This is an optimization exercise on Yosys and OpenROAD, whose aim is small area, a short achievable clock period and few clock cycles per item, not a production implementation.
The RTL was checked by simulation tests, not by an equivalence proof against the original design.
Power is estimated from default activity; no workload was simulated.

==> inputs of trial 53 <==
==> flow/design.v <==
package fxp_alu_pkg;
  localparam int OP_ADD = 0;
  localparam int OP_SUB = 1;
  localparam int OP_MUL = 2;
  localparam int OP_ACC = 3;
  localparam int OP_MAC = 4;
  localparam int OP_CLR = 5;
  localparam int OP_XOR = 6;
  localparam int OP_ARS = 7;
  localparam int OP_CLZ = 8;
  localparam int OP_MAX = 9;
  localparam int OP_MIN = 10;
  function automatic logic signed [63:0] pos_max(
    input int w
  );
    pos_max = (64'sd1 <<< (w - 1)) - 64'sd1;
  endfunction
  function automatic logic signed [63:0] neg_max(
    input int w
  );
    neg_max = -(64'sd1 <<< (w - 1));
  endfunction
  function automatic logic signed [63:0] sat_val(
    input logic signed [63:0] v,
    input int w
  );
    if (v > pos_max(w)) sat_val = pos_max(w);
    else if (v < neg_max(w)) sat_val = neg_max(w);
    else sat_val = v;
  endfunction
  function automatic logic is_sat(
    input logic signed [63:0] v,
    input int w
  );
    is_sat = (v > pos_max(w)) || (v < neg_max(w));
  endfunction
  function automatic logic signed [63:0] round_shift(
    input logic signed [63:0] v,
    input int f
  );
    round_shift = (v + (64'sd1 <<< (f - 1))) >>> f;
  endfunction
endpackage
module fxp_acc_bank #(
  parameter int DEPTH = 16,
  parameter int W     = 21
) (
  input  logic             i_clk,
  input  logic             i_rst_n,
  input  logic [DEPTH-1:0] i_rd_sel,
  output logic [W-1:0]     o_rd_data,
  input  logic             i_we,
  input  logic             i_clr,
  input  logic [DEPTH-1:0] i_wr_sel,
  input  logic [W-1:0]     i_wr_data
);
  logic [DEPTH-1:0][W-1:0] mem_q;
  logic [DEPTH-1:0]        vld_q;
  always_ff @(posedge i_clk) begin
    for (int i = 0; i < DEPTH; i++)
      if (i_we && i_wr_sel[i]) mem_q[i] <= i_wr_data;
  end
  always_ff @(posedge i_clk or negedge i_rst_n) begin
    if (!i_rst_n) begin
      vld_q <= '0;
    end else begin
      for (int i = 0; i < DEPTH; i++)
        if ((i_we || i_clr) && i_wr_sel[i]) vld_q[i] <= i_we;
    end
  end
  always_comb begin
    o_rd_data = '0;
    for (int i = 0; i < DEPTH; i++)
      o_rd_data = o_rd_data | ({W{i_rd_sel[i] & vld_q[i]}} & mem_q[i]);
  end
endmodule
module fxp_alu_pipe #(
  parameter int INST_W    = 4,
  parameter int INT_W     = 6,
  parameter int FRAC_W    = 10,
  parameter int DATA_W    = INT_W + FRAC_W,
  parameter int ACC_DEPTH = 16,
  parameter int ACC_GUARD = 5
) (
  input  logic              i_clk,
  input  logic              i_rst_n,
  input  logic              i_in_valid,
  output logic              o_in_ready,
  input  logic [INST_W-1:0] i_inst,
  input  logic [DATA_W-1:0] i_data_a,
  input  logic [DATA_W-1:0] i_data_b,
  output logic              o_out_valid,
  input  logic              i_out_ready,
  output logic [DATA_W-1:0] o_data,
  output logic              o_sat
);
  localparam int ACC_W = DATA_W + ACC_GUARD;    
  localparam int SW    = ACC_W + 1;             
  localparam int PW    = 2 * DATA_W;            
  localparam int IDX_W = $clog2(ACC_DEPTH);
  logic       rdy_q;
  logic [2:0] cnt_q, cnt_d;
  logic       acc_in, pop;
  assign o_in_ready = rdy_q;
  assign acc_in     = i_in_valid & rdy_q;
  localparam int NPP = DATA_W / 2;
  logic              in_mac, in_arith, in_p1, in_m1, is_addsub_d;
  logic [NPP-1:0]    bneg_d, bone_d, btwo_d;
  logic [DATA_W-1:0] mx_d;
  assign in_mac   = (i_inst == INST_W'(fxp_alu_pkg::OP_MAC));
  assign in_p1    = (i_inst == INST_W'(fxp_alu_pkg::OP_ADD))
                  | (i_inst == INST_W'(fxp_alu_pkg::OP_ACC));
  assign in_m1    = (i_inst == INST_W'(fxp_alu_pkg::OP_SUB));
  assign is_addsub_d = (i_inst == INST_W'(fxp_alu_pkg::OP_ADD)) | in_m1;
  assign in_arith = (i_inst <= INST_W'(fxp_alu_pkg::OP_MAC));
  assign mx_d = in_p1 ? (DATA_W'(1) << FRAC_W)
              : in_m1 ? -(DATA_W'(1) << FRAC_W) : i_data_a;
  always_comb begin
    logic b_hi, b_md, b_lo;
    for (int j = 0; j < NPP; j++) begin
      b_hi = i_data_b[2*j+1];
      b_md = i_data_b[2*j];
      b_lo = (j == 0) ? 1'b0 : i_data_b[2*j-1];
      bneg_d[j] = in_arith & b_hi & ~(b_md & b_lo);
      bone_d[j] = in_arith & (b_md ^ b_lo);
      btwo_d[j] = in_arith & ((b_hi & ~b_md & ~b_lo) | (~b_hi & b_md & b_lo));
    end
  end
  logic              r0_v;
  logic [INST_W-1:0] r0_op;
  logic [DATA_W-1:0] aux, mx;
  logic [IDX_W-1:0]  idx0;
  logic [NPP-1:0]    bneg, bone, btwo;
  logic              is_accop, is_addsub;
  always_ff @(posedge i_clk or negedge i_rst_n) begin
    if (!i_rst_n) r0_v <= 1'b0;
    else          r0_v <= acc_in;
  end
  always_ff @(posedge i_clk) begin
    r0_op     <= i_inst;
    aux       <= (is_addsub_d) ? i_data_a : i_data_b;
    idx0      <= in_mac ? i_data_b[IDX_W-1:0] : i_data_a[IDX_W-1:0];
    bneg      <= bneg_d;
    bone      <= bone_d;
    btwo      <= btwo_d;
    mx        <= mx_d;
    is_accop  <= (i_inst == INST_W'(fxp_alu_pkg::OP_ACC)) | in_mac
               | (i_inst == INST_W'(fxp_alu_pkg::OP_CLR));
    is_addsub <= is_addsub_d;
  end
  logic is_mul, is_acc, is_mac, is_clr;
  assign is_mul = (r0_op == INST_W'(fxp_alu_pkg::OP_MUL));
  assign is_acc = (r0_op == INST_W'(fxp_alu_pkg::OP_ACC));
  assign is_mac = (r0_op == INST_W'(fxp_alu_pkg::OP_MAC));
  assign is_clr = (r0_op == INST_W'(fxp_alu_pkg::OP_CLR));
  logic [PW-1:0] row [NPP + 1];
  always_comb begin
    logic [DATA_W:0] mag, pp;
    logic [PW-1:0] k;
    k = PW'(1) << (FRAC_W - 1);
    for (int j = 0; j < NPP; j++) begin
      mag  = ({(DATA_W+1){bone[j]}} & {mx[DATA_W-1], mx})
           | ({(DATA_W+1){btwo[j]}} & {mx, 1'b0});
      pp   = mag ^ {(DATA_W+1){bneg[j]}};
      row[j] = PW'({~pp[DATA_W], pp[DATA_W-1:0]}) << (2 * j);
      k = k - (PW'(1) << (DATA_W + 2 * j));
      k = k | (PW'(bneg[j]) << (2 * j));
    end
    row[NPP] = k;
  end
  function automatic logic [2*PW-1:0] csa(input logic [PW-1:0] x,
                                           input logic [PW-1:0] y,
                                           input logic [PW-1:0] z);
    logic [PW-1:0] s, c;
    s = x ^ y ^ z;
    c = ((x & y) | (x & z) | (y & z)) << 1;
    csa = {c, s};
  endfunction
  logic [PW-1:0] s1a, c1a, s1b, c1b, s1c, c1c;
  logic [PW-1:0] s2a, c2a, s2b, c2b, s3, c3, ps, pc;
  assign {c1a, s1a} = csa(row[0], row[1], row[2]);
  assign {c1b, s1b} = csa(row[3], row[4], row[5]);
  assign {c1c, s1c} = csa(row[6], row[7], row[8]);
  assign {c2a, s2a} = csa(s1a, c1a, s1b);
  assign {c2b, s2b} = csa(c1b, s1c, c1c);
  assign {c3, s3}   = csa(s2a, c2a, s2b);
  assign {pc, ps}   = csa(s3, c3, c2b);
  logic [DATA_W-1:0] misc;
  logic [4:0]        clz;
  logic              a_gt_b;
  always_comb begin
    clz = 5'(DATA_W);
    for (int i = 0; i < DATA_W; i++)
      if (mx[i]) clz = 5'(DATA_W - 1 - i);
    a_gt_b = $signed(mx) > $signed(aux);
    case (r0_op)
      INST_W'(fxp_alu_pkg::OP_XOR): misc = mx ^ aux;
      INST_W'(fxp_alu_pkg::OP_ARS): misc = DATA_W'($signed(mx) >>> aux[3:0]);
      INST_W'(fxp_alu_pkg::OP_CLZ): misc = DATA_W'(clz);
      INST_W'(fxp_alu_pkg::OP_MAX): misc = a_gt_b ? mx : aux;
      INST_W'(fxp_alu_pkg::OP_MIN): misc = a_gt_b ? aux : mx;
      default:                      misc = '0;
    endcase
  end
  logic [ACC_W-1:0] bank_rd, fwd, accv;
  logic [SW-1:0]    opnd_d;
  logic             hit;
  logic              r1_v, r1_wr, r1_clr, r1_m21, r1_m22;
  logic [IDX_W-1:0]  r1_idx;
  logic [PW-1:0]     r1_s, r1_c;
  logic [SW-1:0]     r1_opnd;
  logic [SW-1:0]     sum;
  assign hit  = r1_v & (r1_wr | r1_clr) & (r1_idx == idx0);
  assign fwd  = r1_clr ? '0 : sum[ACC_W-1:0];
  assign accv = hit ? fwd : bank_rd;
  always_comb begin
    if (is_accop)           opnd_d = SW'($signed(accv));
    else if (is_addsub)     opnd_d = SW'($signed(aux));
    else                    opnd_d = SW'(misc);
  end
  always_ff @(posedge i_clk or negedge i_rst_n) begin
    if (!i_rst_n) r1_v <= 1'b0;
    else          r1_v <= r0_v;
  end
  always_ff @(posedge i_clk) begin
    r1_wr   <= is_acc | is_mac;
    r1_clr  <= is_clr;
    r1_m21  <= is_accop;
    r1_m22  <= is_addsub | is_mul;
    r1_idx  <= idx0;
    r1_s    <= ps;
    r1_c    <= pc;
    r1_opnd <= opnd_d;
  end
  logic [PW-1:0] ts, tc, sum_full;
  assign {tc, ts}  = csa({r1_opnd, FRAC_W'(0)}, r1_s, r1_c);
  assign sum_full  = ts + tc;
  assign sum       = sum_full[PW-1:FRAC_W];
  fxp_acc_bank #(
    .DEPTH (ACC_DEPTH),
    .W     (ACC_W)
  ) u_bank (
    .i_clk     (i_clk),
    .i_rst_n   (i_rst_n),
    .i_rd_sel  (ACC_DEPTH'(1) << idx0),
    .o_rd_data (bank_rd),
    .i_we      (r1_v & r1_wr),
    .i_clr     (r1_v & r1_clr),
    .i_wr_sel  (ACC_DEPTH'(1) << r1_idx),
    .i_wr_data (sum[ACC_W-1:0])
  );
  logic          r2_v, r2_m21, r2_m22;
  logic [SW-1:0] r2_sum;
  always_ff @(posedge i_clk or negedge i_rst_n) begin
    if (!i_rst_n) r2_v <= 1'b0;
    else          r2_v <= r1_v;
  end
  always_ff @(posedge i_clk) begin
    r2_m21 <= r1_m21;
    r2_m22 <= r1_m22;
    r2_sum <= sum;
  end
  logic              eq6, sat, sgn;
  logic [DATA_W-1:0] rdata;
  assign eq6   = (r2_sum[ACC_W-1:DATA_W-1] == {(ACC_W-DATA_W+1){r2_sum[ACC_W-1]}});
  assign sat   = (r2_m21 & ~eq6) | (r2_m22 & (~eq6 | (r2_sum[SW-1] ^ r2_sum[ACC_W-1])));
  assign sgn   = r2_m21 ? r2_sum[ACC_W-1] : r2_sum[SW-1];
  assign rdata = sat ? {sgn, {(DATA_W-1){~sgn}}} : r2_sum[DATA_W-1:0];
  localparam int QW = DATA_W + 1;
  localparam int NB = 4;
  logic               hv_q;
  logic [QW-1:0]      head_q;
  logic [NB-1:0][QW-1:0] buf_q;
  logic [NB-1:0]      wp_q, rp_q;      
  logic [2:0]         nb_q;
  logic [QW-1:0]      res, buf_rd;
  logic               head_free, buf_any;
  assign res       = {sat, rdata};
  assign pop       = hv_q & i_out_ready;
  assign head_free = ~hv_q | pop;
  assign buf_any   = (nb_q != 3'd0);
  always_comb begin
    buf_rd = '0;
    for (int i = 0; i < NB; i++)
      buf_rd = buf_rd | ({QW{rp_q[i]}} & buf_q[i]);
  end
  logic buf_push, buf_pop;
  assign buf_pop  = head_free & buf_any;
  assign buf_push = r2_v & ~(head_free & ~buf_any);
  always_ff @(posedge i_clk or negedge i_rst_n) begin
    if (!i_rst_n) begin
      hv_q <= 1'b0;
      wp_q <= NB'(1);
      rp_q <= NB'(1);
      nb_q <= 3'd0;
    end else begin
      if (head_free) hv_q <= r2_v | buf_any;
      if (buf_push) wp_q <= {wp_q[NB-2:0], wp_q[NB-1]};
      if (buf_pop)  rp_q <= {rp_q[NB-2:0], rp_q[NB-1]};
      nb_q <= nb_q + 3'(buf_push) - 3'(buf_pop);
    end
  end
  always_ff @(posedge i_clk) begin
    if (head_free) head_q <= buf_any ? buf_rd : res;
    for (int i = 0; i < NB; i++)
      if (r2_v && wp_q[i]) buf_q[i] <= res;
  end
  assign o_out_valid = hv_q;
  assign o_data      = head_q[DATA_W-1:0];
  assign o_sat       = head_q[DATA_W];
  assign cnt_d = cnt_q + 3'(acc_in) - 3'(pop);
  always_ff @(posedge i_clk or negedge i_rst_n) begin
    if (!i_rst_n) cnt_q <= 3'd0;
    else          cnt_q <= cnt_d;
  end
  always_ff @(posedge i_clk) rdy_q <= (cnt_d < 3'd5);
endmodule
==> flow/flow/run.sh <==
#!/bin/bash
# Standard ORFS layout (the standard.sh, unchanged synthesis), with the
# timing repair asked to leave setup slack for a shorter period than the
# 11 ns clock the constraints keep.
set -euo pipefail
MARGIN=$(cat flow/margin.txt)
bash standard.sh SETUP_SLACK_MARGIN=$MARGIN finish > flow_make.log 2>&1
==> flow/flow/margin.txt <==
7.7
==> flow/standard.sh <==
#!/bin/bash
# synth_recipe.tcl (not shown) runs the flow's synth.tcl, then flattens the netlist and writes it again
# the make line also repeats each setting of config.mk as NAME=value (left out here)
make -C /OpenROAD-flow-scripts/flow DESIGN_CONFIG=/design/flow/config.mk WORK_HOME=/design/flow/orfs CLKGATE_MAP_FILE= SYNTH_SCRIPT=/design/flow/synth_recipe.tcl "${@:-finish}"
==> flow/config.mk <==
export PLATFORM = sky130hd
export DESIGN_NAME = fxp_alu_pipe
export DESIGN_NICKNAME = fxp_alu_pipe
export VERILOG_FILES = /design/flow/design.v
export SDC_FILE = /design/flow/constraint.sdc
export NUM_CORES = 4
export LEC_CHECK = 0
export CAP_MARGIN = 20
export CORE_MARGIN = 2
export CORE_UTILIZATION = 40
export CTS_BUF_LIST = sky130_fd_sc_hd__clkbuf_8 sky130_fd_sc_hd__clkbuf_16
export CTS_CLUSTER_DIAMETER = 100
export CTS_CLUSTER_SIZE = 25
export SLEW_MARGIN = 20
==> flow/constraint.sdc <==
create_clock -name core_clock -period 11.0 [get_ports {i_clk}]
set_input_delay 2.2000 -clock core_clock [delete_from_list [all_inputs] [get_ports {i_clk}]]
set_output_delay 2.2000 -clock core_clock [all_outputs]
set_load 0.01 [all_outputs]
==> trial 43: changes against trial 53 <==
--- a/flow/design.v
+++ b/flow/design.v
@@ -185,6 +185,9 @@
   assign {c2b, s2b} = csa(c1b, s1c, c1c);
   assign {c3, s3}   = csa(s2a, c2a, s2b);
   assign {pc, ps}   = csa(s3, c3, c2b);
+  localparam int LB = 6;
+  logic [LB:0] lo_sum;
+  assign lo_sum = {1'b0, ps[LB-1:0]} + {1'b0, pc[LB-1:0]};
   logic [DATA_W-1:0] misc;
   logic [4:0]        clz;
   logic              a_gt_b;
@@ -207,7 +210,8 @@
   logic             hit;
   logic              r1_v, r1_wr, r1_clr, r1_m21, r1_m22;
   logic [IDX_W-1:0]  r1_idx;
-  logic [PW-1:0]     r1_s, r1_c;
+  logic [PW-1:LB]    r1_s, r1_c;
+  logic              r1_clb;
   logic [SW-1:0]     r1_opnd;
   logic [SW-1:0]     sum;
   assign hit  = r1_v & (r1_wr | r1_clr) & (r1_idx == idx0);
@@ -228,14 +232,19 @@
     r1_m21  <= is_accop;
     r1_m22  <= is_addsub | is_mul;
     r1_idx  <= idx0;
-    r1_s    <= ps;
-    r1_c    <= pc;
+    r1_s    <= ps[PW-1:LB];
+    r1_c    <= pc[PW-1:LB];
+    r1_clb  <= lo_sum[LB];
     r1_opnd <= opnd_d;
   end
-  logic [PW-1:0] ts, tc, sum_full;
-  assign {tc, ts}  = csa({r1_opnd, FRAC_W'(0)}, r1_s, r1_c);
+  localparam int HW = PW - LB;    
+  logic [HW-1:0] x, ts, tc, sum_full;
+  assign x         = {r1_opnd, (FRAC_W-LB)'(0)};
+  assign ts        = x ^ r1_s ^ r1_c;
+  assign tc        = {((x[HW-2:0] & r1_s[PW-2:LB]) | (x[HW-2:0] & r1_c[PW-2:LB])
+                     | (r1_s[PW-2:LB] & r1_c[PW-2:LB])), r1_clb};
   assign sum_full  = ts + tc;
-  assign sum       = sum_full[PW-1:FRAC_W];
+  assign sum       = sum_full[HW-1:FRAC_W-LB];
   fxp_acc_bank #(
     .DEPTH (ACC_DEPTH),
     .W     (ACC_W)
==> flow/flow/run.sh (replaced) <==
#!/bin/bash
# Standard ORFS layout (the standard.sh, unchanged synthesis), with the
# timing repair asked to leave setup slack for a shorter period than the
# 11 ns clock the constraints keep, and plain buffers on the ports.
set -euo pipefail
MARGIN=$(cat flow/margin.txt)
bash standard.sh SETUP_SLACK_MARGIN=$MARGIN \
  "BUFFER_PORTS_ARGS=-buffer_cell sky130_fd_sc_hd__buf_2" finish > flow_make.log 2>&1
- CORE_UTILIZATION: 40 -> 55
- TNS_END_PERCENT: default -> 30
==> impl_results.md <==
- Kind of critical path: flip-flop to output pin
- Cell types with the highest counts after synthesis: 421 x edfxtp_1, 300 x a22oi_1, 178 x dfxtp_1
- Multi-input gates: 1470
- Area fraction in compound gates after synthesis: 0.144
- Time the final worst path needs with I/O delays and setup: 3.35 ns
- Worst slack at placement: 6.77 ns
- Area of the multi-input gates: 0.0125 mm²
- Share of post-route cells with drive strength above 1: 0.133
- WL/cell: 25.7 µm
- Most used cells in the layout excluding fill and tap cells: 421 x edfxtp_1, 300 x a22oi_1, 152 x dfxtp_1
- Number of synthesized register bits: 633
- Sequential cell fraction of total power: 0.458
- Final-layout clock buffer total: 35
- Status: finished clean
# the run above: trial 53

==> impl_results.md <==
- WL/cell: ~27 µm
- Multi-input gates: 1452
- Kind of critical path: flip-flop to flip-flop
- Number of synthesized register bits: 628
- Area fraction in compound gates after synthesis: 0.139
- Summed negative setup slack over all endpoints: 0 ns
- Worst slack at placement: 6.81 ns
- Clock tree buffer depth: 3
- Most used cells in the layout excluding fill and tap cells: 421 x edfxtp_1, 316 x a22oi_1, 154 x inv_1
- Sequential cell fraction of total power: 0.478
- Non-clock buffering overhead in the final layout: 0.0274
- Cell types with the highest counts after synthesis: 421 x edfxtp_1, 316 x a22oi_1, 173 x dfxtp_1
- CP Launch Type: flip-flop
- Area of the multi-input gates: 0.0124 mm²
- Status: finished clean
- Time the final worst path needs with I/O delays and setup: 3.47 ns
- Share of post-route cells with drive strength above 1: 0.141
# the run above: trial 43

Testbench counts of trial 53, summed over its fixed seeds: cycles 24,032, items 24,000.
Testbench counts of trial 43, summed over its fixed seeds: cycles 24,032, items 24,000.

-- static timing again, ports no longer ideal --
In the flow no input, the clock included, has a driving cell. The finished layouts below were timed again as built, in two steps.
Step 1 sets driving cells, clkbuf_16 on the clock port and buf_2 on the other inputs (assumed; they add their load-dependent delay and slew).
Step 2, shift: input delay + t, output delay - t, t = (earliest + latest rising clock arrival at the registers) / 2. This alone moves slack from input paths to output paths.
Three values: ideal, step 1, step 2; two values: the first two.
| run | shift t [ns] | setup slack, ns | worst hold slack (ns) | cell pins on the clock port's net |
|---|---|---|---|---|
| trial 53 | 0.635 | 7.650 / 7.585 / 7.145 | 0.335 / 0.335 / 0.335 | 1 |
| trial 43 | 0.686 | 7.526 / 7.526 / 7.131 | 0.337 / 0.337 / 0.337 | 1 |
After both steps setup and hold are still met in every run listed. For trial 53, which loses most, drivers alone change the setup slack by -0.065 ns; drivers and shift together by -0.505 ns.
